From an optimization exercise on the open Yosys and OpenROAD flow, aimed at small area, a short achievable clock period and few clock cycles per item; shortcuts taken in it are not production practice. Function was not checked in any run shown here: the RTL went through the layout flow alone. The clock port is modelled as an ideal driver; clocking choices that lean on that would not hold on a real chip.

## flow/design.v (module list and top-level ports; edited modules follow where they fit)
// module csa_3to2: 14 lines
// module pp_accumulator: 1784 lines
module pp_accumulator #(
   parameter int N = pp_pkg::N_DEF,
   parameter int K = pp_pkg::K_DEF
) (
   input  logic           clk,
   input  logic           rst,
   input  logic           in_valid,
   output logic           in_ready,
   input  logic [N*2*N-1:0] in_pp,
   output logic           out_valid,
   input  logic           out_ready,
   output logic [2*N-1:0] out_product
);
  // ...
==> flow/flow/run.sh <==
#!/bin/bash
# Own layout flow: the standard ORFS flow with these changes.
#  - Yosys's generic synth skips its early "abc -fast" pass (SYNTH_ARGS=-noabc) so the
#    3:2 counters of the adder tree reach extract_fa as written and map to full-adder
#    cells without polarity inverters between them. Registers are unchanged.
#  - Ports are buffered with sky130_fd_sc_hd__buf_1 instead of the default delay buffer.
#  - After clock tree synthesis, flow/skew.tcl delays the clock of the last stage's
#    registers (useful skew for the register-to-register paths into them).
# Each tool's full output is in flow_make.log and in ORFS's logs under orfs/logs/.
set -euo pipefail
here=$(pwd)
bash standard.sh SYNTH_ARGS=-noabc "BUFFER_PORTS_ARGS=-buffer_cell sky130_fd_sc_hd__buf_1" \
  "POST_CTS_TCL=$here/flow/skew.tcl" "SKEW_BUFS=sky130_fd_sc_hd__clkdlybuf4s50_1 sky130_fd_sc_hd__clkbuf_2 sky130_fd_sc_hd__clkbuf_8" "SKEW_MIN_BIT=6" \
  finish > flow_make.log 2>&1
==> flow/flow/skew.tcl <==
# Sourced by ORFS's cts.tcl after clock tree synthesis (POST_CTS_TCL).
# Useful skew for the register-to-register paths of the last pipeline stage:
# the output register (out_product) and the skid register behind it get their
# clock later than the rest of the design, through SKEW_BUFS clock buffers in
# series in front of their clock pins on each clock-tree leaf net that reaches
# them. Bits below SKEW_MIN_BIT are left alone: their adder paths are short
# and would only need hold buffers. The output register's paths to the
# outputs get correspondingly less slack.
set skew_cells $::env(SKEW_BUFS)
set min_bit $::env(SKEW_MIN_BIT)
set groups [dict create]
foreach c [concat [get_cells out_product*] [get_cells -quiet skid*]] {
  if {![regexp {\[([0-9]+)\]} [get_full_name $c] -> bit] || $bit < $min_bit} { continue }
  set pin [get_pins -of_objects $c -filter "lib_pin_name==CLK"]
  set net [get_nets -of_objects $pin]
  dict lappend groups [get_full_name $net] $pin
}
set k 0
dict for {n pins} $groups {
  set net [get_nets $n]
  foreach cell $skew_cells {
    set newnet "skew_net_$k"
    insert_buffer -buffer_cell $cell -net $net -load_pins $pins -buffer_name "skew_buf_$k" -net_name $newnet
    set net [get_nets $newnet]
    incr k
  }
}
puts "skew: inserted $k clock buffers on [dict size $groups] leaf nets"
detailed_placement
check_placement -verbose
estimate_parasitics -placement
report_clock_skew
report_checks -path_delay max -group_path_count 1
==> flow/standard.sh <==
#!/bin/bash
# synth_recipe.tcl (not shown) runs the flow's synth.tcl, then flattens the netlist and writes it again
# the make line also repeats each setting of config.mk as NAME=value (left out here)
make -C /OpenROAD-flow-scripts/flow DESIGN_CONFIG=/design/flow/config.mk WORK_HOME=/design/flow/orfs CLKGATE_MAP_FILE= SYNTH_SCRIPT=/design/flow/synth_recipe.tcl "${@:-finish}"
==> flow/config.mk <==
export PLATFORM = sky130hd
export DESIGN_NAME = pp_accumulator
export DESIGN_NICKNAME = pp_accumulator
export VERILOG_FILES = /design/flow/design.v
export SDC_FILE = /design/flow/constraint.sdc
export NUM_CORES = 4
export LEC_CHECK = 0
export CAP_MARGIN = 20
export CORE_MARGIN = 2
export CORE_UTILIZATION = 60
export PLACE_DENSITY = 0.75
export SLEW_MARGIN = 20
==> flow/constraint.sdc <==
create_clock -name core_clock -period 5.0 [get_ports {clk}]
set_input_delay 1.0000 -clock core_clock [delete_from_list [all_inputs] [get_ports {clk}]]
set_output_delay 1.0000 -clock core_clock [all_outputs]
set_load 0.01 [all_outputs]
==> results_dict.tcl, run 1 <==
set metrics [dict create \
    cp.depth 8 \
    syn_nets 1951 \
    crit_chain "fa_1 -> inv_1 -> ha_1 -> inv_1 -> a21oi_1 -> a21oi_1 -> nor2_1 -> buf_1" \
    grt.total_usage_pct 27.2 \
    ys_seq_area_share_pct 29.2 \
    io_pins 550 \
    ys_types 63 \
    status "complete, no violations" \
    crit-reg2reg-launch "s1_q[32]" \
    finish.utilization_pct 73.6 \
    nets 2546 \
    grt_use_met1_pct 31.9 \
    die_height_um 165 \
    avgViaCountPerCell 5.20 \
    startpoint_type "flop" \
    grt_max_degree 34 \
    die_x_um 165 \
    firstDrtPassIters 5 \
    syn-mean-instance-area_um2 16.1 \
    reg_top3 "s1_q x128, out_product x32, skid x32" \
    nNonClkInverters 13 \
    setup_ws_ns 1.55 \
    synth_top_area_share_pct 54.0 \
    hold_viol 0 \
    max_freq_mhz 290 \
    core_region_area_um2 25800 \
]
==> inputs of run 2 (changes only) <==
--- a/flow/design.v
+++ b/flow/design.v
@@ -907,17 +907,18 @@
    logic c869;
    logic s870;
    logic [127:0] s1_q;
    logic        v1, vs;
    logic [31:0] row_a, row_b, sum, skid;
    logic        take, out_load;
    assign take     = out_valid && out_ready;
    assign out_load = !out_valid || out_ready;
-   assign in_ready = !rst && ({1'b0, out_valid} + {1'b0, vs} + {1'b0, v1} <= 2'd1 + {1'b0, take});
+   assign in_ready = !rst && (({1'b0, out_valid} + {1'b0, vs} + {1'b0, v1} <= 2'd1)
+                              || (take && (vs ^ v1)));
    assign s1 = in_pp[0] ^ in_pp[32] ^ in_pp[64];
    assign c2 = (in_pp[0] & in_pp[32]) | (in_pp[0] & in_pp[64]) | (in_pp[32] & in_pp[64]);
    assign s3 = in_pp[96] ^ in_pp[128];
    assign c4 = in_pp[96] & in_pp[128];
    assign s5 = in_pp[1] ^ in_pp[33] ^ in_pp[65];
    assign c6 = (in_pp[1] & in_pp[33]) | (in_pp[1] & in_pp[65]) | (in_pp[33] & in_pp[65]);
    assign s7 = in_pp[97] ^ in_pp[129] ^ in_pp[161];
    assign c8 = (in_pp[97] & in_pp[129]) | (in_pp[97] & in_pp[161]) | (in_pp[129] & in_pp[161]);
--- a/flow/flow/run.sh
+++ b/flow/flow/run.sh
@@ -5,10 +5,10 @@
 #    cells without polarity inverters between them. Registers are unchanged.
 #  - Ports are buffered with sky130_fd_sc_hd__buf_1 instead of the default delay buffer.
 #  - After clock tree synthesis, flow/skew.tcl delays the clock of the last stage's
 #    registers (useful skew for the register-to-register paths into them).
 # Each tool's full output is in flow_make.log and in ORFS's logs under orfs/logs/.
 set -euo pipefail
 here=$(pwd)
 bash standard.sh SYNTH_ARGS=-noabc "BUFFER_PORTS_ARGS=-buffer_cell sky130_fd_sc_hd__buf_1" \
-  "POST_CTS_TCL=$here/flow/skew.tcl" "SKEW_BUFS=sky130_fd_sc_hd__clkdlybuf4s50_1 sky130_fd_sc_hd__clkbuf_2 sky130_fd_sc_hd__clkbuf_8" "SKEW_MIN_BIT=6" \
+  "POST_CTS_TCL=$here/flow/skew.tcl" "SKEW_BUFS=sky130_fd_sc_hd__clkdlybuf4s50_1 sky130_fd_sc_hd__clkdlybuf4s25_1 sky130_fd_sc_hd__clkbuf_8" "SKEW_MIN_BIT=4" \
   finish > flow_make.log 2>&1
==> results_dict.tcl, run 2 <==
set metrics [dict create \
    status "complete, no violations" \
    dieArea_um2 27400 \
    num_rows 59 \
    reg2reg_slack_ns 2.13 \
    finalWirelength_um 36500 \
    fin_crit_ns 3.40 \
    reg_top3 "s1_q x128, out_product x32, skid x32" \
    use_met3_pct 5.44 \
    critPathSlowestCell "dfrtp_1" \
    holdCritPathClass "flop to flop" \
    avgViaCountPerCell 5.24 \
    register_area_um2 4560 \
    finalSetupViolations 0 \
    finClkSkew_ns 0.944 \
    startpoint_type "flop" \
    synth_edf_count 64 \
    placed_area_um2 18100 \
    drv_cap 0 \
    whs_ns 0.0479 \
    grt_use_met1_pct 35.3 \
    dp_slack_ns 1.25 \
    grt_pass1_wl_um 57200 \
    grt_remaining_overflow 0 \
    synth-seq-cells 195 \
    nets 2561 \
    grt_max_degree 37 \
    detailed_place_hpwl_um 32000 \
    multiInputGateArea_um2 11000 \
    final_common_cell "buf_1" \
    start_util_pct 60.5 \
    grt.total_usage_pct 28.3 \
    postRouteAntennaNets 0 \
    core_region_area_um2 25800 \
    syn-mean-instance-area_um2 15.7 \
    critical-path-top-delay-family "flip-flops" \
    wl_per_cell_um 18.9 \
    ys_types 57 \
    syn_to_final_growth_pct 21.8 \
    grt_pass1_vias 11600 \
    syn_area_um2 15600 \
    setup_ws_ns 1.60 \
    die_x_um 165 \
    critical_path_required_ns 4.00 \
    yosys_warnings 1 \
    drive_gt1_share_pct 5.02 \
    drt_iter0_drc 361 \
    cp_num_buf_inv 2 \
    ys_seq_area_share_pct 29.2 \
    cts_tree "yes" \
    synthArstFlopShare_pct 1.54 \
    cp_slowest_stage_delay_ns 0.95 \
    portBuffers 549 \
    die_height_um 165 \
    mostFrequentLayoutCells "buf_1 (549), fa_1 (422), dfxtp_1 (128)" \
    synth_top_cell_by_area "fa_1" \
    fillers 1776 \
    antenna_found_initial 7 \
    syn_nets 1974 \
    crit_chain "inv_1 -> fa_1 -> a31oi_1 -> nor2_1 -> buf_1" \
    instances_no_fill 1934 \
    slew_headroom_pct 31.9 \
    worstSetupEndpointType "output pin" \
    netlist_top_cells_area "fa_1 (54%), dfxtp_1 (16%), edfxtp_1 (12%)" \
    finalMaxSlewViolations 0 \
    rsz0062_at_grt "false" \
    post-route-period-util_pct 68.1 \
    place.gp.congestion 0.880 \
    synth_top_area_share_pct 54.0 \
    synthFlopType "dfxtp_1" \
    grtUsageMet2_pct 49.2 \
    io_pins 550 \
    synth_common_cells "fa_1 (422), dfxtp_1 (128), nand2_1 (73), edfxtp_1 (64), xnor2_1 (42)" \
    fin_area_um2 19100 \
    largest_reg_flops 128 \
    tightest_slew_ns 1.02 \
    tns_ns 0 \
    top_usage_layer "met2" \
    yosysMostFrequentCell "fa_1" \
    firstDrtPassIters 5 \
    hold_viol 0 \
    path_clk_slew_ns 0.07 \
    dp_cells 1865 \
    vias 10100 \
    largest_register "s1_q" \
    drc 0 \
    max_freq_mhz 294 \
    path_class "flop to output pin" \
    crit_fanout 21 \
    critPathArrivalTime_ns 2.40 \
    cts_num_sinks 195 \
    synthCells 995 \
    insertion_delay_ns 1.35 \
]
[run 2: per-stage QoR]
stage          util (%)
3_3_place_gp       69.9
3_5_place_dp       69.9
2_1_floorplan         -
5_1_grt            73.7
6_report           73.7
[run 2: cell families (layout without fill, tap and decap cells)]
group | count (synthesis) | in the layout | synth area share (%)
buf+inv | 26 | 626 | 0.736
xor+xnor | 55 | 55 | 3.08
other cells | 0 | 4 | 0
compound gates | 108 | 108 | 4.72
simple gates | 130 | 130 | 3.71
fa+ha+maj | 463 | 463 | 57.3
mux | 18 | 18 | 1.30
flops | 195 | 195 | 29.2
[run 2: final timing paths]
check / from / endpoint / cells after the start
max in group asynchronous: rst / out_valid / 2
min in group asynchronous: rst / v1 / 2
worst min-delay path: s1_q[124] / skid[31] / 4
worst max-delay path: vs / in_ready / 5
worst min register to register: s1_q[124] / skid[31] / 4
worst max register to register: s1_q[4] / out_product[30] / 10
[run 2: worst register-to-register path: cells and delay by family (launching register included)]
kind / cells / cell delay (ns)
muxes: 1 / 0.27
adders and majority gates: 3 / 1.51
AOI/OAI and AO/OA: 5 / 1.31
xor gates and xnor gates: 1 / 0.12
DFF: 1 / 0.31
[run 2: layer usage]
metal	share of wire [%]	vias up
met4	3.4	4
met1	36	5111
li1	-	4472
met3	7.5	82
met2	53	467
met5	0.060	-
[run 2: layout make-up, without the clock buffers]
class | instances | share of cell area, %
multi-input combinational | 774 | 57.6
sequential | 195 | 23.9
timing repair buffer | 550 | 10.9
tap | 335 | 2.20
clock inverter | 15 | 1.00
inverter | 11 | 0.217
antenna | 4 | 0.0525

==> port drivers added, routing unchanged <==
The flow's constraints put no driver on any port. The routed layouts listed below were extracted and timed again, unchanged, in two steps.
Step 1 assumes that a clkbuf_16 drives the clock port and a buf_2 every other input.
Step 2, shift: input delay + t, output delay - t, t = (earliest + latest rising clock arrival at the registers) / 2. This alone moves slack from input paths to output paths.
a / b / c = ideal ports / drivers / drivers and shift; a / b = the first two.
run	shift t [ns]	slack for setup (ns)	worst hold slack (ns)	latest minus earliest clock arrival (ns)
run 1	0.840	1.547 / 1.498 / 1.306	0.177 / 0.177 / 0.177	0.774 / 0.774
run 2	0.925	1.595 / 1.546 / 1.233	0.048 / 0.048 / 0.048	0.944 / 0.944
In run 1 and run 2 the clock reaches the registers at very different times; t lies between them, and the last value is a rough guide only. The setup slack of run 2, which loses most, moves by -0.049 ns with the drivers and by -0.362 ns with both steps.
